From an optimization exercise on the open Yosys and OpenROAD flow, aimed at small area; shortcuts taken in it are not production practice. Only simulation tests tie the RTL to the original design; equivalence was not proved. Power figures rest on the tool's default switching activity, not on a simulated workload.

**flow/constraint.sdc**
```tcl
create_clock -name core_clock -period 5.0 [get_ports {clk}]
set_input_delay 1.0000 -clock core_clock [delete_from_list [all_inputs] [get_ports {clk}]]
set_output_delay 1.0000 -clock core_clock [all_outputs]
set_load 0.01 [all_outputs]
```
**flow/design.v**
```verilog
module reg_file_param #(
  parameter int XLEN = 64,
  parameter int NREGS = 32,
  parameter int NRD = 2,
  parameter int ZERO_REG = 1,
  parameter int BYPASS = 1,
  localparam int AW = $clog2(NREGS)
) (
  input  logic                clk,
  input  logic                rst_n,
  input  logic [NRD-1:0]      rd_en,
  input  logic [NRD*AW-1:0]   rd_addr,
  output logic [NRD*XLEN-1:0] rd_data,
  output logic [NRD-1:0]      rd_busy,
  input  logic                wr_en,
  input  logic [AW-1:0]       wr_addr,
  input  logic [XLEN-1:0]     wr_data,
  input  logic                iss_en,
  input  logic [AW-1:0]       iss_addr
);
  logic [XLEN-1:0] regs [NREGS];
  logic [NREGS-1:0] pending, pendNext;
  logic [XLEN-1:0] dNext [NRD];
  logic [NRD-1:0] bNext;
  logic [AW-1:0] rdA [NRD];
  logic wrOk, issOk;
  logic [NRD-1:0] hit;
  function automatic logic usable(input logic [AW-1:0] a);
    usable = ((32'(a) < 32'(NREGS)) && (ZERO_REG == 0 || a != '0));
  endfunction
  always_comb begin
    wrOk = wr_en && usable(wr_addr);
    issOk = iss_en && usable(iss_addr);
    hit = '0;
    bNext = '0;
    for (int r = 0; r < NREGS; r++)
      pendNext[r] = (issOk && iss_addr == AW'(r)) ? 1'b1 : (wrOk && wr_addr == AW'(r)) ? 1'b0 : pending[r];
    for (int i = 0; i < NRD; i++) begin
      rdA[i] = rd_addr[i*AW +: AW];
      hit[i] = (BYPASS != 0) && wrOk && wr_addr == rdA[i];
      dNext[i] = !usable(rdA[i]) ? '0 : hit[i] ? wr_data : regs[rdA[i]];
      bNext[i] = !usable(rdA[i]) ? 1'b0 : hit[i] ? (issOk && iss_addr == rdA[i]) : pending[rdA[i]];
    end
  end
  always_ff @(posedge clk or negedge rst_n)
    if (!rst_n) begin
      for (int r = 0; r < NREGS; r++) regs[r] <= '0;
      pending <= '0;
      rd_data <= '0;
      rd_busy <= '0;
    end else begin
      if (wrOk) regs[wr_addr] <= wr_data;
      pending <= pendNext;
      for (int i = 0; i < NRD; i++)
        if (rd_en[i]) begin
          rd_data[i*XLEN +: XLEN] <= dNext[i];
          rd_busy[i] <= bNext[i];
        end
    end
endmodule
```
**flow/config.mk**
```make
export PLATFORM = sky130hd
export DESIGN_NAME = reg_file_param
export DESIGN_NICKNAME = reg_file_param
export VERILOG_FILES = /design/flow/design.v
export SDC_FILE = /design/flow/constraint.sdc
export NUM_CORES = 8
export LEC_CHECK = 0
export CAP_MARGIN = 20
export CORE_MARGIN = 2
export CORE_UTILIZATION = 45
export SLEW_MARGIN = 20
```
**flow/run.sh**
```bash
#!/bin/bash
# synth_recipe.tcl (not shown) runs the flow's synth.tcl, then flattens the netlist and writes it again
# the make line also repeats each setting of config.mk as NAME=value (left out here)
make -C /OpenROAD-flow-scripts/flow DESIGN_CONFIG=/design/flow/config.mk WORK_HOME=/design/flow/orfs CLKGATE_MAP_FILE= SYNTH_SCRIPT=/design/flow/synth_recipe.tcl finish
```
==> notes.md, run 1 <==
status no timing/DRC/antenna violations; Max transition margin 8.330%; WP data required 5.82 ns; met2 WL 234700 um; vias in the first global route 95477; clock tree root buffer cell clkbuf_16; final setup violating endpoints 0; postcts setup bufs 0; CTS tree done; Die X approximately 490 um; FILL cells just over 20000; Core Box Area roughly 240000 um2; Worst Setup Start Kind input port; number of clock sinks 2146; clock latency (worst-skew pair) 0.96 ns; CP Capture Type flop; Slowest Stage Delay on Critical Path roughly 1.2 ns; RSZ-0062 raised after global routing no; Fin Setup TNS 0 ns; highest routed layer met5; Synth-to-Final Area Change 15.56%; routed wire length 613000 um; via count roughly 100k; gpl congestion 1.005; Seq. cell area 53700 um2; worst slack, placed 0.4909 ns; Netlist cell types 71; CP Buf/Inv Count 3; I/O Pins 220; Tmin final 3.971 ns; CTS buffer count between 200 and 250; #FFs+latches synth roughly 2100; synthesized area 108000 um2; reg-to-reg slack, setup 2.25 ns; total gr overflow 0; Worst path most repeated cell buf_4; DRC Markers 0; met3 wire len 104600 um; # port buffers ~220; syn_area_per_cell 11.73 um2; prevailing post-synth register cell dfrtp_1; Synth Instances 9207; ranking of synthesized cells by area dfrtp_1, mux2_2, a22oi_1; maximum buffer depth of the clock tree 3; critical path type input port to flop; footprint of the multi-input gates 50230 um2; Worst Hold Class input port to async pin; initial antenna violation count 85; placed instance area around 120000 um2; post-cts sizing count 0; # rows about 180; first-pass GRT wire length around 820000 um; number of flops mapped to enable cells by yosys 0; Reg2Reg Launch Point regs[8][46]; Max Cap Viol 0; Fin. Hold Viols 0; count leader, synth dfrtp_1; crit path launch rd_addr[7]; CP top delay family simple AND/OR/NAND/NOR gates; length of routed wiring on met1 212700 um; Max Freq 251.9 MHz; Leakage 56.05 nW; cts-stage hold buffer count 0; peak supply drop 0.3383 mV; fin area approximately 120000 um2; Clock Skew 0.05140 ns; Slowest cell on crit path nor2_4; post-layout util 52.38%; CP cell instances buf_2 -> nand3_2 -> nor2_4 -> buf_4 -> a22oi_1 -> nand3_1 -> nor4_1 -> buf_4 -> o221ai_1; nets 9264; fin crit share 79.41%; CTS clk-pin slew, worst paths about 0.060 ns; Worst Path Arrival roughly 4.8 ns; gr usage total 48.77%; H-tree lvl count 4; Initial Utilization 45.33%; die area about 240000 um2; starting DRC count in detailed routing 23594; CP max FO 28; via/cell ratio 8.183; drt pass-1 iters 11; register area share after synthesis 49.71%; WL per Instance 48.44 um; Syn. warnings 4; Die Y 493.9 um; Max Slew Vio Count 0; cell taking the most area after synthesis dfrtp_1; layout cells sized above 1 33.26%; worst-margin pin slew 1.372 ns; Setup WS post-layout 1.030 ns; pwr/cell area 404.6 nW/um2; top post-synthesis cells by count dfrtp_1, mux2_2, a22oi_1; hpwl dp 350000 um; DRT antenna net count 0; FFs w/ async S/R, synth 100.0%; largest net degree at the start of global routing 135; Yosys top cell area share slightly below 50%
-- through the flow --
stage | std cells | hold WS (ns) | power (W)
after global routing | 12552 | 0.05059 | 0.05153
after detailed placement | 12105 | 0.3928 | 0.03160
after floorplan | 9207 | 0.4413 | 0.02734
after global placement | 12099 | 0.3861 | 0.03132
final | 12656 | 0.003633 | 0.05051
after CTS | 12528 | 0.03557 | 0.04981
-- state kept, by name (all words and copies together), names as in the netlist --
signal	cells
pending	32
rd_busy	2
rd_data	128
regs	1984
-- area by class of cell --
type                            instances  share of cell area [%]
Sequential cell                      2146                   43.02
Clock inverter                         97                   1.136
Inverter                              118                  0.3548
Clock buffer                          326                   5.349
Timing Repair Buffer                  753                   6.476
Tap cell                             3167                   3.175
Antenna cell                          123                  0.2466
Multi-Input combinational cell       5926                   40.24
-- final timing paths --
| kind | to | cells past startpoint |
|---|---|---|
| worst min-delay path | regs[29][56] | 1 |
| worst min register to register | pending[0] | 0 |
| worst max register to register | rd_data[46] | 6 |
| max in group asynchronous | rd_data[82] | 2 |
| min in group core_clock | pending[0] | 0 |
| worst max-delay path | rd_data[105] | 9 |
-- placed cells by master (no fill, tap or decap), types with 24 or more instances in the layout --
cell type,count
a2111oi_0,246
dfrtp_1,2146
clkinv_2,46
a22oi_1,1232
nand2_1,104
inv_1,117
diode_2,123
nand3_1,380
mux2_2,1986
a221oi_1,63
o221ai_1,98
buf_12,155
clkbuf_8,56
o21ai_0,42
a21oi_1,104
clkbuf_16,230
clkbuf_1,40
nand3b_1,30
nor3_1,24
nor2_4,78
nor4_1,123
a22o_1,38
clkdlybuf4s50_1,177
buf_4,379
a32o_1,28
buf_2,33
and3_1,793
bufinv_16,26
nand4_1,240
-- report_power, final --
group	internal [W]	leakage [nW]	switching, W
combinational	0.00372	24.6	0.00391
clock	0.0106	3.98	0.00791
sequential	0.0208	27.4	0.00351
total	0.0352	56.1	0.0153
-- cells by family (layout without fill, tap and decap cells) --
family / after synthesis / after routing / synth area share [%]
flops: 2146 / 2146 / 49.71
mux: 2013 / 2013 / 21.14
compound gates: 1975 / 1975 / 14.07
simple gates: 1918 / 1918 / 10.42
buf+inv: 1135 / 1294 / 4.488
xor+xnor: 20 / 20 / 0.1622
other cells: 0 / 123 / 0
-- per-layer routing --
layer	global-route usage, %	vias to the layer above
met5	0.7241	-
met4	36.24	46
met3	24.51	4133
met2	63.95	12115
met1	60.75	51546
li1	-	35726
==> run 2, diff against run 1 <==
==> flow/design.v (replaced) <==
module rf_aoi222 (
  input  logic a0, b0, a1, b1, a2, b2,
  output logic y
);
  assign y = ~((a0 & b0) | (a1 & b1) | (a2 & b2));
endmodule
module rf_sel_bit #(
  parameter int N = 33
) (
  input  logic [N-1:0] s,
  input  logic [N-1:0] d,
  output logic         y
);
  localparam int NG = (N + 2) / 3;
  logic [3*NG-1:0] sp, dp;
  logic [NG-1:0] g;
  assign sp = (3*NG)'(s);
  assign dp = (3*NG)'(d);
  for (genvar k = 0; k < NG; k++) begin : g_aoi
    rf_aoi222 u (.a0(sp[3*k]), .b0(dp[3*k]), .a1(sp[3*k+1]), .b1(dp[3*k+1]),
                 .a2(sp[3*k+2]), .b2(dp[3*k+2]), .y(g[k]));
  end
  assign y = ~&g;
endmodule
module reg_file_param #(
  parameter int XLEN = 64,
  parameter int NREGS = 32,
  parameter int NRD = 2,
  parameter int ZERO_REG = 1,
  parameter int BYPASS = 1,
  localparam int AW = $clog2(NREGS)
) (
  input  logic                clk,
  input  logic                rst_n,
  input  logic [NRD-1:0]      rd_en,
  input  logic [NRD*AW-1:0]   rd_addr,
  output logic [NRD*XLEN-1:0] rd_data,
  output logic [NRD-1:0]      rd_busy,
  input  logic                wr_en,
  input  logic [AW-1:0]       wr_addr,
  input  logic [XLEN-1:0]     wr_data,
  input  logic                iss_en,
  input  logic [AW-1:0]       iss_addr
);
  localparam int Z = (ZERO_REG != 0) ? 1 : 0;   
  localparam int NU = NREGS - Z;                
  localparam int NT = NU + 2;                   
  logic [XLEN-1:0] regs [NREGS];
  logic [NREGS-1:0] valid, pending;
  logic [NREGS-1:0] wsel, isel;
  logic wrOk, issOk;
  function automatic logic usable(input logic [AW-1:0] a);
    usable = ((32'(a) < 32'(NREGS)) && (ZERO_REG == 0 || a != '0));
  endfunction
  always_comb begin
    wrOk = wr_en && usable(wr_addr);
    issOk = iss_en && usable(iss_addr);
    for (int r = 0; r < NREGS; r++) begin
      wsel[r] = wrOk && wr_addr == AW'(r);
      isel[r] = issOk && iss_addr == AW'(r);
    end
  end
  always_ff @(posedge clk)
    for (int r = Z; r < NREGS; r++)
      if (wsel[r]) regs[r] <= wr_data;
  always_ff @(posedge clk or negedge rst_n)
    if (!rst_n) begin
      valid <= '0;
      pending <= '0;
    end else begin
      valid <= valid | wsel;
      pending <= isel | (pending & ~wsel);
    end
  for (genvar i = 0; i < NRD; i++) begin : g_rd
    logic [AW-1:0] a;
    logic hit;
    logic [NREGS-1:0] s;
    logic [NT-1:0] ds;
    logic [XLEN-1:0] dNext;
    logic bNext;
    always_comb begin
      a = rd_addr[i*AW +: AW];
      hit = (BYPASS != 0) && wrOk && wr_addr == a;
      for (int r = 0; r < NREGS; r++)
        s[r] = rd_en[i] && usable(AW'(r)) && a == AW'(r) && !hit;
      ds = {!rd_en[i], rd_en[i] && hit, s[NREGS-1:Z] & valid[NREGS-1:Z]};
      bNext = (!rd_en[i] && rd_busy[i]) || (rd_en[i] && hit && issOk && iss_addr == a) ||
              |(s & pending);
    end
    for (genvar b = 0; b < XLEN; b++) begin : g_bit
      logic [NT-1:0] dd;
      for (genvar r = Z; r < NREGS; r++) begin : g_t
        assign dd[r-Z] = regs[r][b];
      end
      assign dd[NU] = wr_data[b];
      assign dd[NU+1] = rd_data[i*XLEN + b];
      rf_sel_bit #(.N(NT)) u_sel (.s(ds), .d(dd), .y(dNext[b]));
    end
    always_ff @(posedge clk or negedge rst_n)
      if (!rst_n) begin
        rd_data[i*XLEN +: XLEN] <= '0;
        rd_busy[i] <= 1'b0;
      end else begin
        rd_data[i*XLEN +: XLEN] <= dNext;
        rd_busy[i] <= bNext;
      end
  end
endmodule
--- a/flow/config.mk
+++ b/flow/config.mk
@@ -9,3 +9,5 @@
 export CORE_MARGIN = 2
 export CORE_UTILIZATION = 45
 export SLEW_MARGIN = 20
+export SYNTH_HIERARCHICAL = 1
+export SYNTH_MINIMUM_KEEP_SIZE = 0
==> notes.md, run 2 <==
gr usage total between 30% and 40%; starting DRC count in detailed routing about 17000; Max Cap Viol 0; largest net degree at the start of global routing 76; DRC Markers 0; Int Pwr about 0.03 W; post-layout util 53.76%; CTS buffer count 217; Largest register FFs 1984; number of flops mapped to enable cells by yosys 1984; vias in the first global route 62168; syn_area_per_cell 18.41 um2; CTS tree done; die area 191600 um2; H-tree lvl count 4; register area share after synthesis 76.05%; postcts setup bufs 0; Tmin final 4.340 ns; Max Slew Vio Count 0; via count between 60000 and 70000; WL per Instance 43.68 um; layout cells sized above 1 ~14%; total gr overflow 0; Leakage roughly 32 nW; drt pass-1 iters 13; Flop pwr share 52.9%; first-pass GRT wire length 473600 um; commonest cells after routing, fill and taps aside edfxtp_1, a222oi_1, nand4_1, clkbuf_16, dfrtp_1; Fin. Hold Viols 0; worst-margin pin slew 1.165 ns; FFs w/ async S/R, synth 8.824%; fin crit share approximately 87%; pwr/cell area 392.4 nW/um2; Sw Pwr 0.008939 W; Clk network pwr share 41.4%; CP max FO 32; status no timing/DRC/antenna violations; largest register by flop count regs; clock latency (worst-skew pair) 0.87 ns; #FFs+latches synth 2176; RSZ-0062 raised after global routing no; Max transition margin around 22%; nets between 5000 and 6000; # port buffers 219; post-cts sizing count 0; Regs by FF count regs (1984), rd_data (128); gpl congestion 0.9002; prevailing post-synth register cell edfxtp_1; met2 Use GR 53.91%; Yosys top cell area share 70.37%; Clock Skew 0.03603 ns; Netlist cell types 59; ranking of synthesized cells by area edfxtp_1, a222oi_1, dfrtp_1; Synth-to-Final Area Change 19.01%; commonest non-fill, non-tap cell in the layout edfxtp_1; cts-stage hold buffer count 0; DRT antenna net count 0; final setup violating endpoints 0; critical path type input port to flop; Die X 437.7 um; Worst Hold Class input port to async pin; combinational share of power 5.8%; WP data required 5.72 ns; Worst Setup Start Kind input port; synthesized area 84660 um2; CP Capture Type flop; Core Box Area 187400 um2; routed wire length 345800 um; CTS clk-pin slew, worst paths 0.06 ns; Most Crowded Layer GR met2; met3 usage under 10%; Worst Path Arrival approximately 5 ns; peak supply drop 0.3748 mV; number of clock sinks 2176; via/cell ratio 8.047; switch share between 20 and 25%; I/O Pins 220; Syn. warnings 8; cell taking the most area after synthesis edfxtp_1; Die Y 437.7 um; Synth Instances 4598; # rows roughly 160; GR Layer Usage met1 44.64%; Power, Total 0.03953 W; top post-synthesis cells by count edfxtp_1, a222oi_1, nand4_1; maximum buffer depth of the clock tree 3; clock tree root buffer cell clkbuf_16; hpwl dp 195300 um; count leader, synth edfxtp_1; Max Freq 230.4 MHz; initial antenna violation count 15; Initial Utilization around 45%
## run 2: changes by cell type after synthesis, moves of 248 or more
cell       before   now
buf_2         300     7
and3_1        795    45
a22oi_1      1232     4
mux2_2       1986     8
a2111oi_0     249     1
a222oi_1        5  1408
edfxtp_1        0  1984
clkbuf_1      658    16
dfrtp_1      2146   192
## run 2: kinds of logic (layout without fill, tap and decap cells)
logic type      after synthesis  after routing  synth area share [%]
simple gates                779            779                 5.355
xor+xnor                     20             20                0.2069
compound gates             1490           1490                 17.32
mux                          17             17                0.2291
other cells                   0              4                     0
buf+inv                     116            936                0.8395
flops                      2176           2176                 76.05
## run 2: power groups by stage
stage,Sequential (W),Clock [W],Combinational [W]
5_1_grt,0.0209,0.0171,0.00239
2_1_floorplan,0.0210,0,0.000986
4_1_cts,0.0209,0.0164,0.00226
6_report,0.0209,0.0163,0.00229
3_3_place_gp,0.0213,0,0.00222
3_5_place_dp,0.0213,0,0.00225
## run 2: area by class of cell
class                   instances  area [um2]
inverters                      21       118.9
fillers                     14821       86650
clock buffers                 316        6188
flip-flops and latches       2176       64380
well taps                    2495        3122
repair buffers                501        5937
diodes                          4       10.01
multi-input cells            2306       20030
clock inverters                98       962.2
## run 2: critical path: stages
cell,delay [ns]
clkdlybuf4s50_1,0.71
xnor2_1,0.17
nand3_1,0.20
o311ai_1,0.57
buf_4,0.25
and2b_1,0.23
and3_4,0.51
buf_4,0.35
a222oi_1,0.35
nand3_1,0.28
or3_1,0.37
## run 2: metal layers
metal | vias to the layer above | share of wire [%] | routed length, um
met5 | - | 0.027 | 95
met4 | 14 | 7.2 | 25050
met3 | 1382 | 15 | 52920
met2 | 6538 | 45 | 154800
met1 | 31802 | 33 | 113000
li1 | 23973 | - | -
## run 2: per-module statistics from Yosys (local to each module, per instance), a selection
| module | flip-flops and latches | cells inside | area (um2) | times used |
|---|---|---|---|---|
| reg_file_param | 2176 | 2678 | 67520 | 1 |
| rf_aoi222 | 0 | 1 | 10.01 | 1408 |
## run 2: final timing paths
check / startpoint / endpoint / slack [ns] / cells past startpoint
hold reg to reg: valid[1] / valid[1] / 0.50 / 1
setup reg to reg: valid[4] / rd_data[100] / 2.50 / 5
hold / removal: rst_n / rd_data[39] / 0.22 / 1
setup / recovery: wr_addr[0] / rd_data[96] / 0.66 / 11
min in group core_clock: valid[1] / valid[1] / 0.50 / 1
max in group asynchronous: rst_n / rd_data[79] / 3.75 / 2
## run 2: per-stage QoR
step | cells | worst slack (ns) | cell area (um2) | hold WS [ns] | setup TNS, ns
2_1_floorplan | 4598 | 0.04618 | 84700 | 0.4403 | 0
3_3_place_gp | 7495 | -0.02460 | 93720 | 0.4799 | -0.02460
3_5_place_dp | 7495 | -0.04176 | 93720 | 0.4805 | -0.04176
4_1_cts | 7909 | 0.8696 | 100900 | 0.2162 | 0
5_1_grt | 7914 | 0.5925 | 100700 | 0.2325 | 0
6_report | 7917 | 0.6603 | 100800 | 0.2151 | 0
==> run 3, diff against run 2 <==
--- a/flow/config.mk
+++ b/flow/config.mk
@@ -7,7 +7,8 @@
 export LEC_CHECK = 0
 export CAP_MARGIN = 20
 export CORE_MARGIN = 2
-export CORE_UTILIZATION = 45
+export CORE_UTILIZATION = 65
+export CTS_BUF_LIST = sky130_fd_sc_hd__clkbuf_4 sky130_fd_sc_hd__clkbuf_8
 export SLEW_MARGIN = 20
 export SYNTH_HIERARCHICAL = 1
 export SYNTH_MINIMUM_KEEP_SIZE = 0
==> notes.md, run 3 <==
status no timing/DRC/antenna violations; Slowest cell on crit path a222oi_1; number of flops mapped to enable cells by yosys 1984; #FFs+latches synth 2176; postcts setup bufs 0; largest net degree at the start of global routing 76; Tmin final 3.971 ns; Max transition margin 23.23%; WP data required 5.93 ns; placed instance area 92610 um2; Leakage 32.69 nW; Die X 364.9 um; post-cts sizing count 0; CP max FO 35; vias in the first global route 64444; DRT antenna net count 0; clock latency (worst-skew pair) roughly 1.1 ns; Worst Path Arrival 4.91 ns; cts-stage hold buffer count 1; Clock Skew 0.09730 ns; FILL cells between 7000 and 8000; via count 66644; DRC Markers 0; Synth Instances 4598; ranking of synthesized cells by area edfxtp_1, a222oi_1, dfrtp_1; initial antenna violation count 12; via/cell ratio roughly 9; gpl congestion 0.9601; maximum buffer depth of the clock tree 4; number of clock sinks 2176; commonest non-fill, non-tap cell in the layout edfxtp_1; register area share after synthesis 76.05%; footprint of the multi-input gates between 20000 and 25000 um2; total gr overflow 0; Max Cap Viol 0; nets 5463; Synth-to-Final Area Change 17.71%; syn_area_per_cell 18.41 um2; largest register by flop count regs; Fin Setup TNS 0 ns; synthesized area 84660 um2; Seq. cell area 64380 um2; first-pass GRT wire length 466100 um; Die Y 364.9 um; top post-synthesis cells by count edfxtp_1, a222oi_1, nand4_1; final setup violating endpoints 0; layout cells sized above 1 18.62%; CP cell instances clkdlybuf4s50_1 -> xnor2_1 -> nand3_1 -> o311ai_1 -> buf_4 -> and2b_1 -> and3_4 -> a222oi_1 -> nand3_1 -> or3_1; CTS buffer count 352; RSZ-0062 raised after global routing no; count leader, synth edfxtp_1; FFs w/ async S/R, synth 8.824%; Syn. warnings 8; cell taking the most area after synthesis edfxtp_1; starting DRC count in detailed routing around 20000; CTS clk-pin slew, worst paths approximately 0.07 ns; Max Slew Vio Count 0; # rows 132; prevailing post-synth register cell edfxtp_1; H-tree lvl count 5; Netlist cell types 59; gr usage total between 50% and 60%; commonest cells after routing, fill and taps aside edfxtp_1, a222oi_1, clkbuf_8, nand4_1, dfrtp_1; drt pass-1 iters 15; Yosys top cell area share 70.37%; Max Freq 251.8 MHz; Largest register FFs 1984; pwr/cell area around 390 nW/um2; CTS tree done; peak supply drop 0.3179 mV; die area roughly 130000 um2; # port buffers 219; Initial Utilization between 60% and 70%; Worst path most repeated cell nand3_1; clock tree root buffer cell clkbuf_8; CP Capture Type flop; critical path type input port to flop; fin area 99650 um2; I/O Pins 220; routed wire length 338800 um; Slowest Stage Delay on Critical Path 0.82 ns; Regs by FF count regs (1984), rd_data (128); hpwl dp approximately 190000 um; Worst Setup Start Kind input port; Core Box Area ~130000 um2; Fin. Hold Viols 0; Worst Hold Class input port to flop; fin crit share between 70% and 80%; worst-margin pin slew 1.148 ns; WL per Instance 45.85 um; hold slack 0.4405 ns
## run 3: final timing paths
check	to	from	cells after the start	slack [ns]
hold / removal	regs[13][46]	wr_data[46]	1	0.44
max in group asynchronous	rd_data[58]	rst_n	3	3.19
setup / recovery	rd_data[93]	wr_addr[4]	10	1.03
setup reg to reg	rd_data[3]	valid[4]	7	2.48
hold reg to reg	valid[3]	valid[3]	1	0.49
min in group asynchronous	pending[19]	rst_n	2	0.57
## run 3: cell families after synthesis
logic type      after synthesis  share of synthesized area (%)
mux                          17                         0.2291
buf+inv                     116                         0.8395
compound gates             1490                          17.32
flops                      2176                          76.05
simple gates                779                          5.355
xor+xnor                     20                         0.2069
## run 3: worst max-delay path, delay by kind of cell
| kind | cells | cell delay (ns) |
|---|---|---|
| simple gates | 5 | 1.66 |
| buf+inv | 2 | 0.88 |
| compound gates | 2 | 1.21 |
| xor+xnor | 1 | 0.16 |
## run 3: final cells by class
cell class / count / area share (%)
clock buffer: 547 / 6.708
clock inverter: 69 / 0.4520
timing repair buffer: 516 / 5.790
inverter: 21 / 0.1193
antenna: 12 / 0.03013
multi-input combinational: 2306 / 20.10
tap: 1742 / 2.187
sequential: 2176 / 64.61
## run 3: through the flow
| step | std cells | power [W] | utilization [%] | setup WS (ns) |
|---|---|---|---|---|
| floorplan | 4598 | 0.02202 | - | 0.04618 |
| global placement | 6758 | 0.02340 | 71.61 | 0.3307 |
| detailed placement | 6758 | 0.02345 | 71.61 | 0.2712 |
| CTS | 7375 | 0.03869 | 77.14 | 1.360 |
| global route | 7380 | 0.03970 | 77.04 | 1.014 |
| finish | 7389 | 0.03891 | 77.06 | 1.029 |
## run 3: report_power, final
| group | switching (W) | leakage (nW) | total, W | internal (W) |
|---|---|---|---|---|
| clock | 0.00699 | 3.82 | 0.0157 | 0.00872 |
| combinational | 0.00136 | 8.55 | 0.00229 | 0.000932 |
| sequential | 0.000508 | 20.3 | 0.0209 | 0.0204 |
| total | 0.00886 | 32.7 | 0.0389 | 0.0300 |
## run 3: layer usage
| metal | wire length [um] | track usage [%] | part of all wire, % |
|---|---|---|---|
| met2 | 140200 | 69.98 | 41 |
| met3 | 69870 | 22.30 | 21 |
| met4 | 27470 | 33.71 | 8.1 |
| met1 | 101000 | 64.02 | 30 |
| met5 | 189 | 1.089 | 0.056 |
## run 3: Yosys stat by module (local to each module, per instance), a selection
module          cell area (um2)  cells inside  copies in the design
reg_file_param            67520          2678                     1
rf_aoi222                 10.01             1                  1408
==> run 4, diff against run 3 <==
==> flow/flow/run.sh (new file) <==
#!/bin/bash
# Layout flow: the standard synthesis unchanged, then the standard ORFS
# steps with these changes to how the layout is made:
#  - placement repair may not use the largest buffers (buf_6 and up), so the
#    high-fanout select nets are driven by trees of smaller buffers;
#  - each port gets a buf_1 as its port buffer;
#  - clock tree: clkbuf_8 buffers, sink clusters of at most 15 flip-flops
#    within 60 um, no dummy loads.
# Each step's full log is in orfs/logs/; make's output is in synth.log and
# layout.log here.
set -uo pipefail
DU="$(tr '\n' ' ' < flow/dont_use.txt)"
bash standard.sh synth > synth.log 2>&1 || exit 1
bash standard.sh "DONT_USE_CELLS=$DU" \
  "BUFFER_PORTS_ARGS=-buffer_cell sky130_fd_sc_hd__buf_1" \
  "CTS_ARGS=-sink_clustering_enable -repair_clock_nets -dont_use_dummy_load -buf_list sky130_fd_sc_hd__clkbuf_8 -sink_clustering_size 15 -sink_clustering_max_diameter 60" \
  finish > layout.log 2>&1
==> flow/flow/dont_use.txt (new file) <==
sky130_fd_sc_hd__probe_p_8 sky130_fd_sc_hd__probec_p_8 sky130_fd_sc_hd__lpflow_bleeder_1 sky130_fd_sc_hd__lpflow_clkbufkapwr_1 sky130_fd_sc_hd__lpflow_clkbufkapwr_16 sky130_fd_sc_hd__lpflow_clkbufkapwr_2 sky130_fd_sc_hd__lpflow_clkbufkapwr_4 sky130_fd_sc_hd__lpflow_clkbufkapwr_8 sky130_fd_sc_hd__lpflow_clkinvkapwr_1 sky130_fd_sc_hd__lpflow_clkinvkapwr_16 sky130_fd_sc_hd__lpflow_clkinvkapwr_2 sky130_fd_sc_hd__lpflow_clkinvkapwr_4 sky130_fd_sc_hd__lpflow_clkinvkapwr_8 sky130_fd_sc_hd__lpflow_decapkapwr_12 sky130_fd_sc_hd__lpflow_decapkapwr_3 sky130_fd_sc_hd__lpflow_decapkapwr_4 sky130_fd_sc_hd__lpflow_decapkapwr_6 sky130_fd_sc_hd__lpflow_decapkapwr_8 sky130_fd_sc_hd__lpflow_inputiso0n_1 sky130_fd_sc_hd__lpflow_inputiso0p_1 sky130_fd_sc_hd__lpflow_inputiso1n_1 sky130_fd_sc_hd__lpflow_inputiso1p_1 sky130_fd_sc_hd__lpflow_inputisolatch_1 sky130_fd_sc_hd__lpflow_isobufsrc_1 sky130_fd_sc_hd__lpflow_isobufsrc_16 sky130_fd_sc_hd__lpflow_isobufsrc_2 sky130_fd_sc_hd__lpflow_isobufsrc_4 sky130_fd_sc_hd__lpflow_isobufsrc_8 sky130_fd_sc_hd__lpflow_isobufsrckapwr_16 sky130_fd_sc_hd__lpflow_lsbuf_lh_hl_isowell_tap_1 sky130_fd_sc_hd__lpflow_lsbuf_lh_hl_isowell_tap_2 sky130_fd_sc_hd__lpflow_lsbuf_lh_hl_isowell_tap_4 sky130_fd_sc_hd__lpflow_lsbuf_lh_isowell_4 sky130_fd_sc_hd__lpflow_lsbuf_lh_isowell_tap_1 sky130_fd_sc_hd__lpflow_lsbuf_lh_isowell_tap_2 sky130_fd_sc_hd__lpflow_lsbuf_lh_isowell_tap_4
sky130_fd_sc_hd__buf_6 sky130_fd_sc_hd__buf_8 sky130_fd_sc_hd__buf_12 sky130_fd_sc_hd__buf_16 sky130_fd_sc_hd__bufbuf_16 sky130_fd_sc_hd__bufinv_16
==> flow/standard.sh (new file) <==
#!/bin/bash
# synth_recipe.tcl (not shown) runs the flow's synth.tcl, then flattens the netlist and writes it again
# the make line also repeats each setting of config.mk as NAME=value (left out here)
make -C /OpenROAD-flow-scripts/flow DESIGN_CONFIG=/design/flow/config.mk WORK_HOME=/design/flow/orfs CLKGATE_MAP_FILE= SYNTH_SCRIPT=/design/flow/synth_recipe.tcl "${@:-finish}"
--- a/flow/config.mk
+++ b/flow/config.mk
@@ -7,8 +7,7 @@
 export LEC_CHECK = 0
 export CAP_MARGIN = 20
 export CORE_MARGIN = 2
-export CORE_UTILIZATION = 65
-export CTS_BUF_LIST = sky130_fd_sc_hd__clkbuf_4 sky130_fd_sc_hd__clkbuf_8
+export CORE_UTILIZATION = 50
 export SLEW_MARGIN = 20
 export SYNTH_HIERARCHICAL = 1
 export SYNTH_MINIMUM_KEEP_SIZE = 0
removed: flow/run.sh
==> notes.md, run 4 <==
#FFs+latches synth about 2200; synthesized area 84660 um2; CP max FO 40; ranking of synthesized cells by area edfxtp_1, a222oi_1, dfrtp_1; Regs by FF count regs (1984), rd_data (128); Max transition margin 24.16%; number of flops mapped to enable cells by yosys 1984; number of clock sinks 2176; Worst Setup Start Kind input port; Die X 415.5 um; syn_area_per_cell 18.41 um2; peak supply drop approximately 0.28 mV; Power, Total 0.03144 W; Initial Utilization ~50%; Fin. Hold Viols 0; I/O Pins 220; Syn. warnings 8; CTS clk-pin slew, worst paths 0.10 ns; top post-synthesis cells by count edfxtp_1, a222oi_1, nand4_1; postcts setup bufs 0; via/cell ratio 8.216; critical path type input port to flop; Worst R2R Path Depth 5; # port buffers 219; die area 172600 um2; final setup violating endpoints 0; worst-margin pin slew 1.138 ns; Max Freq 261.0 MHz; Clock Skew 0.1010 ns; CTS buffer count 173; # rows 151; Yosys top cell area share 70.37%; FFs w/ async S/R, synth 8.824%; Die Y 415.5 um; gpl congestion 0.9144; clock tree root buffer cell clkbuf_8; vias in the first global route 59758; Max Slew Vio Count 0; Max Cap Viol 0; WL per Instance around 42 um; Core Box Area 168700 um2; RSZ-0062 raised after global routing no; nets around 5400; largest net degree at the start of global routing 54; Worst Hold Class input port to async pin; Fin Setup TNS 0 ns; Synth-to-Final Area Change 10.86%; Worst Path Arrival 4.75 ns; register area share after synthesis approximately three quarters; Reg2Reg Launch Point valid[4]; Netlist cell types 59; Largest register FFs 1984; first-pass GRT wire length between 400000 and 500000 um; layout cells sized above 1 14.20%; cts-stage hold buffer count 0; crit path launch wr_addr[4]; Synth Instances 4598; WP data required 5.91 ns; Tmin final about 3.8 ns; prevailing post-synth register cell edfxtp_1; DRT antenna net count 0; drt pass-1 iters 14; DRC Markers 0; routed wire length 318200 um; post-cts sizing count 0; hpwl dp 198500 um; count leader, synth edfxtp_1; commonest cells after routing, fill and taps aside edfxtp_1, a222oi_1, buf_4, nand4_1, buf_1; total gr overflow 0; commonest non-fill, non-tap cell in the layout edfxtp_1; clock latency (worst-skew pair) 0.97 ns; maximum buffer depth of the clock tree 3; via count slightly above 60000; cell taking the most area after synthesis edfxtp_1; status no timing/DRC/antenna violations; fin crit share 76.64%; Worst R2R End rd_data[114]; H-tree lvl count 4; initial antenna violation count 10; pwr/cell area 335.0 nW/um2; starting DRC count in detailed routing 16556; gr usage total 35.64%; Leakage roughly 30 nW; CP Capture Type flop; reg-to-reg slack, setup about 2.4 ns; largest register by flop count regs; CTS tree done
-- run 4: worst max-delay path by stage --
stage	slack (ns)	to
3_3_place_gp	0.45	rd_data[107]
3_5_place_dp	0.40	rd_data[121]
6_report	1.17	rd_data[111]
2_1_floorplan	0.05	rd_data[100]
4_1_cts	1.43	rd_data[93]
5_1_grt	1.23	rd_data[92]
-- run 4: worst max-delay path, cell delays in order --
cell and delay [ns]:
buf_1 0.17, or4_4 0.60, o21ai_4 0.22, o311ai_1 0.14
buf_4 0.20, nor2_1 0.32, and3_4 0.71, buf_4 0.60
a222oi_1 0.22, nand4_1 0.33, or3_1 0.17
-- run 4: cell type report --
class                           count  area (um2)
Multi-Input combinational cell   2306       20030
Tap cell                         2218        2775
Antenna cell                        5       12.51
Inverter                           21       120.1
Sequential cell                  2176       64380
Timing Repair Buffer              661        4151
Clock buffer                      173        2381
Fill cell                       13224       74860
-- run 4: Yosys stat by module, one instance, submodules excluded, a selection --
module	flip-flops and latches	cells inside	area (um2)	times used
reg_file_param	2176	2678	67520	1
rf_aoi222	0	1	10.01	1408
-- run 4: per-stage QoR --
step           instance area (um2)  hold slack [ns]  worst slack (ns)  std cells  util, %
2_1_floorplan                84700           0.4403           0.04618       4598        -
3_3_place_gp                 91460           0.4782            0.4540       7382    54.21
3_5_place_dp                 91460           0.4808            0.3979       7382    54.21
4_1_cts                      93840          0.07096             1.433       7555    55.62
5_1_grt                      93850           0.1039             1.233       7557    55.63
6_report                     93860           0.1320             1.168       7560    55.63
-- run 4: layer usage --
layer	part of all wire, %	track usage, %	wire [um]	vias to the layer above
met4	5.1	16.31	16290	2
met2	45	54.44	142500	5878
met1	35	47.99	111400	31384
met3	15	9.535	48000	918
met5	0.0038	0	12	-
li1	-	-	-	23933
-- run 4: cells by family (layout without fill, tap and decap cells) --
logic type / count (synthesis) / after routing / synth area share (%)
xor gates and xnor gates: 20 / 20 / 0.2069
and+or+nand+nor: 779 / 779 / 5.355
buffers and inverters: 116 / 855 / 0.8395
AOI/OAI and AO/OA: 1490 / 1490 / 17.32
other: 0 / 5 / 0
muxes: 17 / 17 / 0.2291
DFF: 2176 / 2176 / 76.05
-- run 4: power by group --
group | switching [W] | internal (W)
clock network | 0.00556 | 0.00309
logic | 0.00132 | 0.000647
registers | 0.000477 | 0.0204
total | 0.00736 | 0.0241
==> run 5, diff against run 4 <==
--- a/flow/flow/run.sh
+++ b/flow/flow/run.sh
@@ -1,7 +1,7 @@
 #!/bin/bash
 # Layout flow: the standard synthesis unchanged, then the standard ORFS
 # steps with these changes to how the layout is made:
-#  - placement repair may not use the largest buffers (buf_6 and up), so the
+#  - placement repair may not use the largest buffers (buf_6 and up, bufbuf_8), so the
 #    high-fanout select nets are driven by trees of smaller buffers;
 #  - each port gets a buf_1 as its port buffer;
 #  - clock tree: clkbuf_8 buffers, sink clusters of at most 15 flip-flops
==> flow/flow/dont_use.txt (replaced) <==
sky130_fd_sc_hd__probe_p_8 sky130_fd_sc_hd__probec_p_8 sky130_fd_sc_hd__lpflow_bleeder_1 sky130_fd_sc_hd__lpflow_clkbufkapwr_1 sky130_fd_sc_hd__lpflow_clkbufkapwr_16 sky130_fd_sc_hd__lpflow_clkbufkapwr_2 sky130_fd_sc_hd__lpflow_clkbufkapwr_4 sky130_fd_sc_hd__lpflow_clkbufkapwr_8 sky130_fd_sc_hd__lpflow_clkinvkapwr_1 sky130_fd_sc_hd__lpflow_clkinvkapwr_16 sky130_fd_sc_hd__lpflow_clkinvkapwr_2 sky130_fd_sc_hd__lpflow_clkinvkapwr_4 sky130_fd_sc_hd__lpflow_clkinvkapwr_8 sky130_fd_sc_hd__lpflow_decapkapwr_12 sky130_fd_sc_hd__lpflow_decapkapwr_3 sky130_fd_sc_hd__lpflow_decapkapwr_4 sky130_fd_sc_hd__lpflow_decapkapwr_6 sky130_fd_sc_hd__lpflow_decapkapwr_8 sky130_fd_sc_hd__lpflow_inputiso0n_1 sky130_fd_sc_hd__lpflow_inputiso0p_1 sky130_fd_sc_hd__lpflow_inputiso1n_1 sky130_fd_sc_hd__lpflow_inputiso1p_1 sky130_fd_sc_hd__lpflow_inputisolatch_1 sky130_fd_sc_hd__lpflow_isobufsrc_1 sky130_fd_sc_hd__lpflow_isobufsrc_16 sky130_fd_sc_hd__lpflow_isobufsrc_2 sky130_fd_sc_hd__lpflow_isobufsrc_4 sky130_fd_sc_hd__lpflow_isobufsrc_8 sky130_fd_sc_hd__lpflow_isobufsrckapwr_16 sky130_fd_sc_hd__lpflow_lsbuf_lh_hl_isowell_tap_1 sky130_fd_sc_hd__lpflow_lsbuf_lh_hl_isowell_tap_2 sky130_fd_sc_hd__lpflow_lsbuf_lh_hl_isowell_tap_4 sky130_fd_sc_hd__lpflow_lsbuf_lh_isowell_4 sky130_fd_sc_hd__lpflow_lsbuf_lh_isowell_tap_1 sky130_fd_sc_hd__lpflow_lsbuf_lh_isowell_tap_2 sky130_fd_sc_hd__lpflow_lsbuf_lh_isowell_tap_4
sky130_fd_sc_hd__buf_6 sky130_fd_sc_hd__buf_8 sky130_fd_sc_hd__buf_12 sky130_fd_sc_hd__buf_16 sky130_fd_sc_hd__bufbuf_16 sky130_fd_sc_hd__bufinv_16
 sky130_fd_sc_hd__bufbuf_8
--- a/flow/config.mk
+++ b/flow/config.mk
@@ -7,7 +7,8 @@
 export LEC_CHECK = 0
 export CAP_MARGIN = 20
 export CORE_MARGIN = 2
-export CORE_UTILIZATION = 50
+export CORE_UTILIZATION = 70
+export GPL_TIMING_DRIVEN = 0
 export SLEW_MARGIN = 20
 export SYNTH_HIERARCHICAL = 1
 export SYNTH_MINIMUM_KEEP_SIZE = 0
==> notes.md, run 5 <==
layout cells sized above 1 12.67%; Tmin final approximately 4.4 ns; maximum buffer depth of the clock tree 3; fin cells just under 7000; starting DRC count in detailed routing 20539; cell taking the most area after synthesis edfxtp_1; ranking of synthesized cells by area edfxtp_1, a222oi_1, dfrtp_1; clock latency (worst-skew pair) approximately 1 ns; Netlist cell types 59; peak supply drop 0.2949 mV; commonest cells after routing, fill and taps aside edfxtp_1, a222oi_1, buf_4, nand4_1, dfrtp_1; final setup violating endpoints 0; Regs by FF count regs (1984), rd_data (128); Synth-to-Final Area Change 8.723%; Syn. warnings 8; CP max FO 35; worst-margin pin slew approximately 1.1 ns; commonest non-fill, non-tap cell in the layout edfxtp_1; register area share after synthesis between 70% and 80%; H-tree lvl count 4; number of clock sinks 2176; CTS clk-pin slew, worst paths 0.09 ns; via count 65905; Die X 351.8 um; syn_area_per_cell 18.41 um2; CP top delay family simple AND/OR/NAND/NOR gates; Hold Startpoint valid[26]; I/O Pins between 200 and 250; pwr/cell area 338.9 nW/um2; top post-synthesis cells by count edfxtp_1, a222oi_1, nand4_1; Yosys top cell area share 70.37%; post-layout util 76.72%; Max Cap Viol 0; RSZ-0062 raised after global routing no; Initial Utilization between 70% and 80%; nets 5278; crit path launch wr_addr[2]; Core Box Area 120000 um2; Max transition margin 25.82%; CP cell instances buf_1 -> xnor2_1 -> nand3_1 -> o311ai_1 -> nor2_1 -> and3_4 -> buf_4 -> a222oi_1 -> nand4_1 -> or3_1; WP data required 5.79 ns; Reg2Reg Launch Point valid[6]; Max Freq around 230 MHz; CP Capture Type flop; fin crit share between 80% and 90%; Clock Skew slightly above 0.06 ns; status no timing/DRC/antenna violations; Max Slew Vio Count 0; largest register by flop count regs; Slowest cell on crit path o311ai_1; drt pass-1 iters 17; #FFs+latches synth 2176; hpwl dp 188300 um; Fin. Hold Viols 0; critical path type input port to flop; # port buffers 206; FILL cells 6917; DRT antenna net count 0; Worst Setup Start Kind input port; CTS buffer count approximately 170; initial antenna violation count 17; largest net degree at the start of global routing 43; Worst Path Arrival just over 5 ns; CP Buf/Inv Count 2; WL per Instance 47.60 um; prevailing post-synth register cell edfxtp_1; Die Y 351.8 um; clock tree root buffer cell clkbuf_8; vias in the first global route 63311; gr usage total 52.01%; Largest register FFs slightly below 2000; total gr overflow 0; die area 123700 um2; number of flops mapped to enable cells by yosys 1984; Worst Hold Class flop to flop; post-cts sizing count 0; synthesized area 84660 um2; first-pass GRT wire length ~450000 um; # rows between 100 and 150; routed wire length 324600 um; number of instances in the placed design 6631; gpl congestion 0.9469; Slowest Stage Delay on Critical Path a little under 0.9 ns; DRC Markers 0; Leakage 29.32 nW; CTS tree done; Synth Instances roughly 4600; count leader, synth edfxtp_1; via/cell ratio approximately 9.7; FFs w/ async S/R, synth 8.824%
run 5: cell counts after synthesis:
Identical to the previous run, type by type.
run 5: power by group:
part	switching (W)	internal [W]
clock network	0.00542	0.00297
registers	0.000384	0.0204
logic	0.00134	0.000723
run 5: area by class of cell:
class	count	area, um2	share of cell area [%]
multi-input cells	2306	20030	21.77
clock buffers	166	2285	2.482
repair buffers	422	2477	2.692
well taps	1612	2017	2.191
inverters	21	163.9	0.1781
diodes	21	52.55	0.05709
plain buffers	95	631.9	0.6865
flip-flops and latches	2176	64380	69.95
run 5: modules after synthesis, one instance, submodules excluded, a selection:
| module | cells | times used | cell area [um2] |
|---|---|---|---|
| rf_aoi222 | 1 | 1408 | 10.01 |
| reg_file_param | 2678 | 1 | 67520 |
run 5: routing by layer:
metal	vias to the layer above	share of wire, %	routed length (um)	track usage, %
li1	23642	-	-	-
met1	31100	28	91340	64.34
met2	8808	41	133100	72.49
met3	2345	21	69460	24.41
met4	10	9.4	30510	36.87
met5	-	0.041	134	0.8634
run 5: cell families after synthesis:
group,after synthesis,synth area share (%)
buf+inv,116,0.8395
xor+xnor,20,0.2069
simple gates,779,5.355
compound gates,1490,17.32
mux,17,0.2291
flops,2176,76.05
run 5: path summary, 6_finish.rpt:
| kind | end | slack, ns | cells after the start |
|---|---|---|---|
| worst max-delay path | rd_data[86] | 0.62 | 10 |
| worst min-delay path | valid[26] | 0.50 | 1 |
| worst max register to register | rd_data[10] | 2.21 | 7 |
| worst min register to register | valid[26] | 0.50 | 1 |
| max in group asynchronous | rd_data[61] | 2.12 | 6 |
| min in group asynchronous | valid[26] | 0.54 | 2 |
run 5: through the flow:
step / TNS (ns) / power, W / area, um2 / hold slack (ns) / setup slack, ns
CTS: 0 / 0.03095 / 91920 / 0.5005 / 1.028
detailed placement: 0 / 0.02309 / 89620 / 0.4829 / 0.06005
finish: 0 / 0.03120 / 92040 / 0.5044 / 0.6161
global placement: -7960.04 / 0.02300 / 87490 / 0.4574 / -8.407
floorplan: 0 / 0.02202 / 84700 / 0.4403 / 0.04618
global route: 0 / 0.03179 / 92000 / 0.5289 / 0.7186
run 5: repair_timing:
item	4_1_cts	5_1_grt
hold endpoints to repair	5	0
buffers inserted	0	0
hold buffers	1	0
==> run 6, diff against run 5 <==
--- a/flow/design.v
+++ b/flow/design.v
@@ -1,3 +1,15 @@
+module rf_and2 (
+  input  logic a, b,
+  output logic y
+);
+  assign y = a & b;
+endmodule
+module rf_not (
+  input  logic a,
+  output logic y
+);
+  assign y = ~a;
+endmodule
 module rf_aoi222 (
   input  logic a0, b0, a1, b1, a2, b2,
   output logic y
@@ -47,17 +59,26 @@
   localparam int NT = NU + 2;                   
   logic [XLEN-1:0] regs [NREGS];
   logic [NREGS-1:0] valid, pending;
-  logic [NREGS-1:0] wsel, isel;
+  wire  [NREGS-1:0] wsel;
+  logic [NREGS-1:0] isel;
   logic wrOk, issOk;
   function automatic logic usable(input logic [AW-1:0] a);
     usable = ((32'(a) < 32'(NREGS)) && (ZERO_REG == 0 || a != '0));
   endfunction
+  logic [NREGS-1:0] wdec, idec, ok;
   always_comb begin
     wrOk = wr_en && usable(wr_addr);
     issOk = iss_en && usable(iss_addr);
     for (int r = 0; r < NREGS; r++) begin
-      wsel[r] = wrOk && wr_addr == AW'(r);
+      wdec[r] = wr_addr == AW'(r);
       isel[r] = issOk && iss_addr == AW'(r);
+    end
+  end
+  for (genvar r = 0; r < NREGS; r++) begin : g_we
+    if (r < Z) begin : g_none
+      assign wsel[r] = 1'b0;
+    end else begin : g_and
+      rf_and2 u_we (.a(wrOk), .b(wdec[r]), .y(wsel[r]));
     end
   end
   always_ff @(posedge clk)
@@ -71,22 +92,32 @@
       valid <= valid | wsel;
       pending <= isel | (pending & ~wsel);
     end
+  logic [NREGS-1:0] wnow;
+  assign wnow = {NREGS{wrOk}} & wdec;
+  assign ok = (BYPASS != 0) ? valid & ~wnow : valid;
   for (genvar i = 0; i < NRD; i++) begin : g_rd
     logic [AW-1:0] a;
-    logic hit;
-    logic [NREGS-1:0] s;
+    logic hit, hitSel, holdSel;
+    logic [NREGS-1:0] dec;
     logic [NT-1:0] ds;
     logic [XLEN-1:0] dNext;
     logic bNext;
     always_comb begin
       a = rd_addr[i*AW +: AW];
       hit = (BYPASS != 0) && wrOk && wr_addr == a;
-      for (int r = 0; r < NREGS; r++)
-        s[r] = rd_en[i] && usable(AW'(r)) && a == AW'(r) && !hit;
-      ds = {!rd_en[i], rd_en[i] && hit, s[NREGS-1:Z] & valid[NREGS-1:Z]};
-      bNext = (!rd_en[i] && rd_busy[i]) || (rd_en[i] && hit && issOk && iss_addr == a) ||
-              |(s & pending);
+      bNext = (!rd_en[i] && rd_busy[i]) || (rd_en[i] && hit && issOk && iss_addr == a);
+      for (int r = 0; r < NREGS; r++) begin
+        dec[r] = rd_en[i] && a == AW'(r);
+        if (r >= Z && dec[r] && (BYPASS == 0 || !wnow[r]) && pending[r]) bNext = 1'b1;
+      end
     end
+    for (genvar r = Z; r < NREGS; r++) begin : g_sel
+      rf_and2 u_sel (.a(dec[r]), .b(ok[r]), .y(ds[r-Z]));
+    end
+    rf_and2 u_hit (.a(rd_en[i]), .b(hit), .y(hitSel));
+    rf_not u_hold (.a(rd_en[i]), .y(holdSel));
+    assign ds[NU] = hitSel;
+    assign ds[NU+1] = holdSel;
     for (genvar b = 0; b < XLEN; b++) begin : g_bit
       logic [NT-1:0] dd;
       for (genvar r = Z; r < NREGS; r++) begin : g_t
--- a/flow/flow/run.sh
+++ b/flow/flow/run.sh
@@ -3,6 +3,8 @@
 # steps with these changes to how the layout is made:
 #  - placement repair may not use the largest buffers (buf_6 and up, bufbuf_8), so the
 #    high-fanout select nets are driven by trees of smaller buffers;
+#  - the buffers from synthesis are removed at floorplan (placement repair
+#    buffers what needs it);
 #  - each port gets a buf_1 as its port buffer;
 #  - clock tree: clkbuf_8 buffers, sink clusters of at most 15 flip-flops
 #    within 60 um, no dummy loads.
@@ -11,7 +13,7 @@
 set -uo pipefail
 DU="$(tr '\n' ' ' < flow/dont_use.txt)"
 bash standard.sh synth > synth.log 2>&1 || exit 1
-bash standard.sh "DONT_USE_CELLS=$DU" \
+bash standard.sh "DONT_USE_CELLS=$DU" REMOVE_ABC_BUFFERS=1 \
   "BUFFER_PORTS_ARGS=-buffer_cell sky130_fd_sc_hd__buf_1" \
   "CTS_ARGS=-sink_clustering_enable -repair_clock_nets -dont_use_dummy_load -buf_list sky130_fd_sc_hd__clkbuf_8 -sink_clustering_size 15 -sink_clustering_max_diameter 60" \
   finish > layout.log 2>&1
--- a/flow/config.mk
+++ b/flow/config.mk
@@ -9,6 +9,7 @@
 export CORE_MARGIN = 2
 export CORE_UTILIZATION = 70
 export GPL_TIMING_DRIVEN = 0
+export SETUP_SLACK_MARGIN = 0.3
 export SLEW_MARGIN = 20
 export SYNTH_HIERARCHICAL = 1
 export SYNTH_MINIMUM_KEEP_SIZE = 0
==> notes.md, run 6 <==
status no timing/DRC/antenna violations; hpwl dp 189600 um; Yosys top cell area share a little over two thirds; fin crit share 87.82%; maximum buffer depth of the clock tree 3; peak supply drop approximately 0.35 mV; WL per Instance approximately 48 um; Synth-to-Final Area Change 7.209%; register area share after synthesis 75.35%; Core Box Area 121400 um2; gpl congestion around 0.9; post-layout util 75.46%; prevailing post-synth register cell edfxtp_1; hold slack 0.4723 ns; Worst Path Arrival 4.97 ns; commonest cells after routing, fill and taps aside edfxtp_1, a222oi_1, nand4_1, dfrtp_1, buf_4; Regs by FF count regs (1984), rd_data (128); final setup violating endpoints 0; Clock Skew 0.09346 ns; Tmin final 4.391 ns; clock tree root buffer cell clkbuf_8; gr usage total between 50% and 60%; worst-margin pin slew 1.208 ns; Slowest cell on crit path buf_4; Max transition margin 19.45%; ranking of synthesized cells by area edfxtp_1, a222oi_1, dfrtp_1; CP max FO 31; Die X between 300 and 400 um; number of flops mapped to enable cells by yosys ~2000; via/cell ratio 9.718; first-pass GRT wire length 455200 um; Worst path most repeated cell buf_4; drt pass-1 iters 22; Power, Total 0.03113 W; clock latency (worst-skew pair) 0.99 ns; CP Capture Type flop; Fin. Hold Viols 0; CP top delay family buffers and inverters; critical path type input port to flop; Slowest Stage Delay on Critical Path 0.81 ns; Max Cap Viol 0; Worst Hold Class flop to flop; initial antenna violation count 14; Worst Setup Start Kind input port; cell taking the most area after synthesis edfxtp_1; # rows between 100 and 150; worst hold stages 1; CP cell instances buf_1 -> or2_2 -> o21ai_0 -> inv_1 -> and2_4 -> buf_4 -> buf_4; routed wire length 330300 um; fin cells 6827; synthesized area 85440 um2; CTS tree done; Fin Setup TNS 0 ns; count leader, synth edfxtp_1; number of clock sinks 2176; starting DRC count in detailed routing roughly 22000; pwr/cell area 339.8 nW/um2; syn_area_per_cell 18.03 um2; Max Freq 227.7 MHz; # port buffers roughly 220; CP Buf/Inv Count 4; FILL cells 7296; nets 5276; WP depth 7; FFs w/ async S/R, synth 8.824%; die area 124900 um2; Syn. warnings 8; CTS clk-pin slew, worst paths 0.08 ns; CTS buffer count around 170; Synth Instances 4738; Worst R2R Path Depth 7; Largest register FFs 1984; Netlist cell types 45; vias in the first global route around 65000; number of instances in the placed design 6641; via count 66345; WP data required about 5.6 ns; RSZ-0062 raised after global routing no; DRT antenna net count 0; total gr overflow 0; Max Slew Vio Count 0; H-tree lvl count 4; Leakage 28.98 nW; DRC Markers 0; largest net degree at the start of global routing 42; layout cells sized above 1 between 10% and 20%; Die Y 353.4 um; I/O Pins 220; top post-synthesis cells by count edfxtp_1, a222oi_1, nand4_1; Initial Utilization 70.38%; #FFs+latches synth 2176; largest register by flop count regs; commonest non-fill, non-tap cell in the layout edfxtp_1
-- run 6: cell count changes in the layout (fill, tap and decap cells not counted), sizes merged, moves of 37 or more --
cell     before  now
and2          8   97
nor2         35   98
o2111ai       1   45
buf         443  337
nand2        53   16
and3         45    2
-- run 6: area by class of cell --
cell class	instances	area, um2	share of cell area, %
inverters	40	160.2	0.1748
diodes	18	45.04	0.04917
well taps	1625	2033	2.220
repair buffers	394	2216	2.419
flip-flops and latches	2176	64380	70.28
clock buffers	167	2298	2.509
multi-input cells	2407	20470	22.35
-- run 6: final timing paths --
check	slack, ns	startpoint	endpoint
min in group asynchronous	0.51	rst_n	pending[24]
max in group asynchronous	3.15	rst_n	rd_data[29]
min reg2reg	0.47	valid[10]	valid[10]
max	0.61	wr_addr[3]	regs[31][24]
min	0.47	valid[10]	valid[10]
max reg2reg	2.09	valid[28]	rd_data[84]
-- run 6: metrics by stage --
stage | setup WS (ns) | cell area, um2
floorplan | 0.8726 | 84760
finish | 0.6090 | 91600
global route | 0.5289 | 91570
detailed placement | -0.4890 | 89180
global placement | -8.692 | 87610
CTS | 0.5300 | 91480
-- run 6: cells by family after synthesis --
logic type | Yosys count | share of synthesized area, %
AOI/OAI and AO/OA | 1541 | 17.66
muxes | 2 | 0.02343
and+or+nand+nor | 844 | 5.781
xor gates and xnor gates | 20 | 0.2050
DFF | 2176 | 75.35
buffers and inverters | 155 | 0.9811
-- run 6: report_power, final --
| group | switching [W] | internal [W] | leakage, nW |
|---|---|---|---|
| logic | 0.00133 | 0.000615 | 7.50 |
| registers | 0.000383 | 0.0204 | 20.3 |
| clock network | 0.00545 | 0.00299 | 1.20 |
-- run 6: worst register-to-register path: cells and delay by family, from the launching register on --
kind	cells	cell delay, ns
AOI/OAI and AO/OA	2	0.59
DFF	1	0.39
and+or+nand+nor	3	1.02
buffers and inverters	2	0.80
-- run 6: per-layer routing --
layer | up-vias | routed length [um] | track usage, %
met5 | - | 162 | 0.7170
met2 | 8773 | 135000 | 72.16
li1 | 23819 | - | -
met3 | 2212 | 70750 | 24.32
met4 | 12 | 28490 | 32.83
met1 | 31529 | 95880 | 66.50
-- run 6: modules after synthesis (local to each module, per instance), a selection --
module          times used  cells
reg_file_param           1   2721
rf_not                   2      1
rf_and2                 95      1
rf_aoi222             1408      1
-- run 6: repair_timing --
action	4_1_cts	5_1_grt
hold buffers	1	0
setup buffers	0	0
gates resized for setup	0	1
setup endpoints to repair	0	439
hold endpoints to repair	13	0
==> run 7, diff against run 6 <==
--- a/flow/config.mk
+++ b/flow/config.mk
@@ -7,7 +7,7 @@
 export LEC_CHECK = 0
 export CAP_MARGIN = 20
 export CORE_MARGIN = 2
-export CORE_UTILIZATION = 70
+export CORE_UTILIZATION = 60
 export GPL_TIMING_DRIVEN = 0
 export SETUP_SLACK_MARGIN = 0.3
 export SLEW_MARGIN = 20
==> notes.md, run 7 <==
Syn. warnings 8; fin crit share about nine tenths; vias in the first global route 63055; WL per Instance 47.86 um; synthesized area 85440 um2; routed wire length 339100 um; clock tree root buffer cell clkbuf_8; Worst Setup Start Kind input port; cell taking the most area after synthesis edfxtp_1; Synth Instances 4738; # rows roughly 140; CP cell instances buf_1 -> nand4b_1 -> o21a_1 -> and2_4 -> buf_4 -> buf_4 -> a222oi_1 -> nand4_1 -> or3_1; Fin. Hold Viols 0; Largest register FFs ~2000; Synth Area in Simple Gates 5.781%; fin area 91920 um2; Yosys top cell area share 69.73%; #FFs+latches synth 2176; largest register by flop count regs; top post-synthesis cells by count edfxtp_1, a222oi_1, nand4_1; RSZ-0062 raised after global routing no; DRC Markers 0; # port buffers 219; count leader, synth edfxtp_1; met3 wire len approximately 63000 um; Worst R2R Path Depth 7; Initial Utilization 60.42%; Max Cap Viol 0; placed instance area 89490 um2; ranking of synthesized cells by area edfxtp_1, a222oi_1, dfrtp_1; Worst path most repeated cell buf_4; first-pass GRT wire length 465000 um; prevailing post-synth register cell edfxtp_1; Netlist cell types 45; number of flops mapped to enable cells by yosys a little under 2000; via count 64739; gr usage total 45.54%; Max transition margin a little under a third; number of instances in the placed design 6902; H-tree lvl count 4; Clock Skew 0.08723 ns; Synth Area in XOR/XNOR less than 1%; starting DRC count in detailed routing 19270; commonest non-fill, non-tap cell in the layout edfxtp_1; number of clock sinks 2176; Slowest cell on crit path nand4b_1; worst slack, placed -0.5711 ns; Tmin final 4.564 ns; Synth Area in Adders 0%; CP Capture Type flop; peak supply drop 0.2829 mV; Max Slew Vio Count 0; total gr overflow 0; FFs w/ async S/R, synth between 8 and 9%; status no timing/DRC/antenna violations; critical path type input port to flop; gpl congestion 0.9166; Synth-to-Final Area Change 7.582%; CTS buffer count 169; Setup WS post-layout 0.4361 ns; Die X 381.4 um; DRT antenna net count 0; largest net degree at the start of global routing 38; postcts setup bufs 0; register area share after synthesis 75.35%; highest routed layer met5; Leakage roughly 29 nW; syn_area_per_cell between 15 and 20 um2; I/O Pins 220; CTS clk-pin slew, worst paths 0.10 ns; largest family of logic cells by synthesized area compound AO/OA/AOI/OAI gates; initial antenna violation count 14; Regs by FF count regs (1984), rd_data (128); layout cells sized above 1 10.44%; post-synthesis mux area share less than 1%; final setup violating endpoints 0; Slowest Stage Delay on Critical Path 0.93 ns; CTS tree done; met2 WL 142700 um; drt pass-1 iters 13; Power, Total 0.03123 W; fin cells 7085; Worst R2R End rd_data[32]; maximum buffer depth of the clock tree 3; commonest cells after routing, fill and taps aside edfxtp_1, a222oi_1, nand4_1, dfrtp_1, buf_4; CP max FO 27; post-synthesis compound-gate area fraction between 10% and 20%; WP data required 5.82 ns; Reg2Reg Launch Point valid[22]; Worst Hold Class input port to async pin; reg-to-reg slack, setup 2.10 ns; worst-margin pin slew slightly above 1 ns; via/cell ratio 9.137; Die Y 381.4 um; Worst Path Arrival 5.39 ns; length of routed wiring on met1 110000 um; die area 145400 um2; Max Freq between 200 and 250 MHz; pwr/cell area roughly 340 nW/um2; hpwl dp about 200000 um; clock latency (worst-skew pair) 0.96 ns; Core Box Area 141400 um2; nets 5275
[run 7: cell count changes in the layout (fill, tap and decap cells not counted)]
| cell | delta |
|---|---|
| nand2_2 | -1 |
| nand2_1 | +1 |
| diode_2 | -6 |
| buf_4 | -3 |
| clkbuf_8 | +2 |
| clkbuf_2 | -5 |
| buf_2 | +5 |
[run 7: cell type report]
| cell class | instances | area [um2] |
|---|---|---|
| fill | 9925 | 49490 |
| antenna | 12 | 30.03 |
| clock buffer | 169 | 2326 |
| timing repair buffer | 391 | 2193 |
| inverter | 40 | 160.2 |
| sequential | 2176 | 64380 |
| multi-input combinational | 2407 | 20470 |
| tap | 1890 | 2365 |
[run 7: where the power goes]
group          internal, W  switching (W)
combinational     0.000615        0.00135
clock              0.00302        0.00551
sequential          0.0204       0.000372
total               0.0240        0.00723
[run 7: worst max path at each step]
stage | cells after the start | start | endpoint | slack, ns
after floorplan | 5 | wr_addr[2] | pending[31] | 0.87
after detailed placement | 7 | wr_addr[3] | regs[27][40] | -0.57
final | 9 | wr_addr[1] | rd_data[32] | 0.44
after global routing | 9 | wr_addr[1] | rd_data[32] | 0.50
after CTS | 7 | wr_addr[3] | regs[27][16] | 0.45
after global placement | 1 | rst_n | rd_data[123] | -9.09
[run 7: cells by family after synthesis]
family | count (synthesis)
buffers and inverters | 155
AND/OR/NAND/NOR | 844
multiplexers | 2
XOR/XNOR | 20
flip-flops | 2176
AO/OA/AOI/OAI | 1541
[run 7: timing repair]
item	in CTS	in global routing
resized for setup	0	1
hold buffers	1	0
hold endpoints to repair	3	0
endpoints found under the setup margin	0	438
[run 7: worst max-delay path: cells and delay by family]
| kind | cells | cell delay (ns) |
|---|---|---|
| and+or+nand+nor | 4 | 1.85 |
| buffers and inverters | 3 | 1.46 |
| AOI/OAI and AO/OA | 2 | 1.00 |
[run 7: Yosys stat by module, one instance, submodules excluded, a selection]
module,cells inside,cell area (um2)
reg_file_param,2721,67710
rf_and2,1,6.256
rf_aoi222,1,10.01
rf_not,1,3.754
[run 7: layer usage]
layer  up-vias  global-route usage [%]
met5         -                   1.091
li1      23813                       -
met2      7374                   65.04
met1     31903                   60.46
met3      1626                   16.95
met4        23                   25.67
[run 7: metrics by stage]
stage	hold WS [ns]	util, %	TNS [ns]
2_1_floorplan	0.4374	-	0
3_3_place_gp	0.4508	62.19	-7483.68
3_5_place_dp	0.4507	63.28	-242.35
4_1_cts	0.4126	64.93	0
5_1_grt	0.4579	64.99	0
6_report	0.4602	65.00	0

-- separate check: timing with driven ports --
In the flow no input, the clock included, has a driving cell. The finished layouts below were timed again as built, in two steps. Step 1 assumes that a clkbuf_16 drives the clock port and a buf_2 every other input. Step 2 times the ports against the registers' clock, not the clock port: input delays grow and output delays shrink by t, the midpoint of the rising clock arrivals with the driver on. Slacks: ideal ports / drivers / drivers and shift; pairs: ideal ports / drivers.
run	shift t [ns]	slack for setup (ns)	hold slack, ns	worst setup path at the end
run 1	1.032	1.029 / 0.959 / -0.073	0.004 / -0.008 / 0.412	input to register
run 2	0.948	0.660 / 0.721 / -0.227	0.215 / 0.171 / 0.501	input to register
run 3	1.130	1.029 / 1.083 / -0.047	0.441 / 0.377 / 0.495	input to register
run 4	1.002	1.168 / 1.219 / 0.216	0.132 / 0.076 / 0.493	input to register
run 5	1.026	0.616 / 0.675 / -0.351	0.504 / 0.460 / 0.504	input to register
run 6	1.022	0.609 / 0.668 / -0.354	0.472 / 0.455 / 0.472	input to register
run 7	0.991	0.436 / 0.488 / -0.503	0.460 / 0.401 / 0.472	input to register
With both steps, setup timing fails in 6 of these runs, where it was met with ideal ports. For run 1, which loses most, drivers alone change the setup slack by -0.070 ns; drivers and shift together by -1.102 ns.
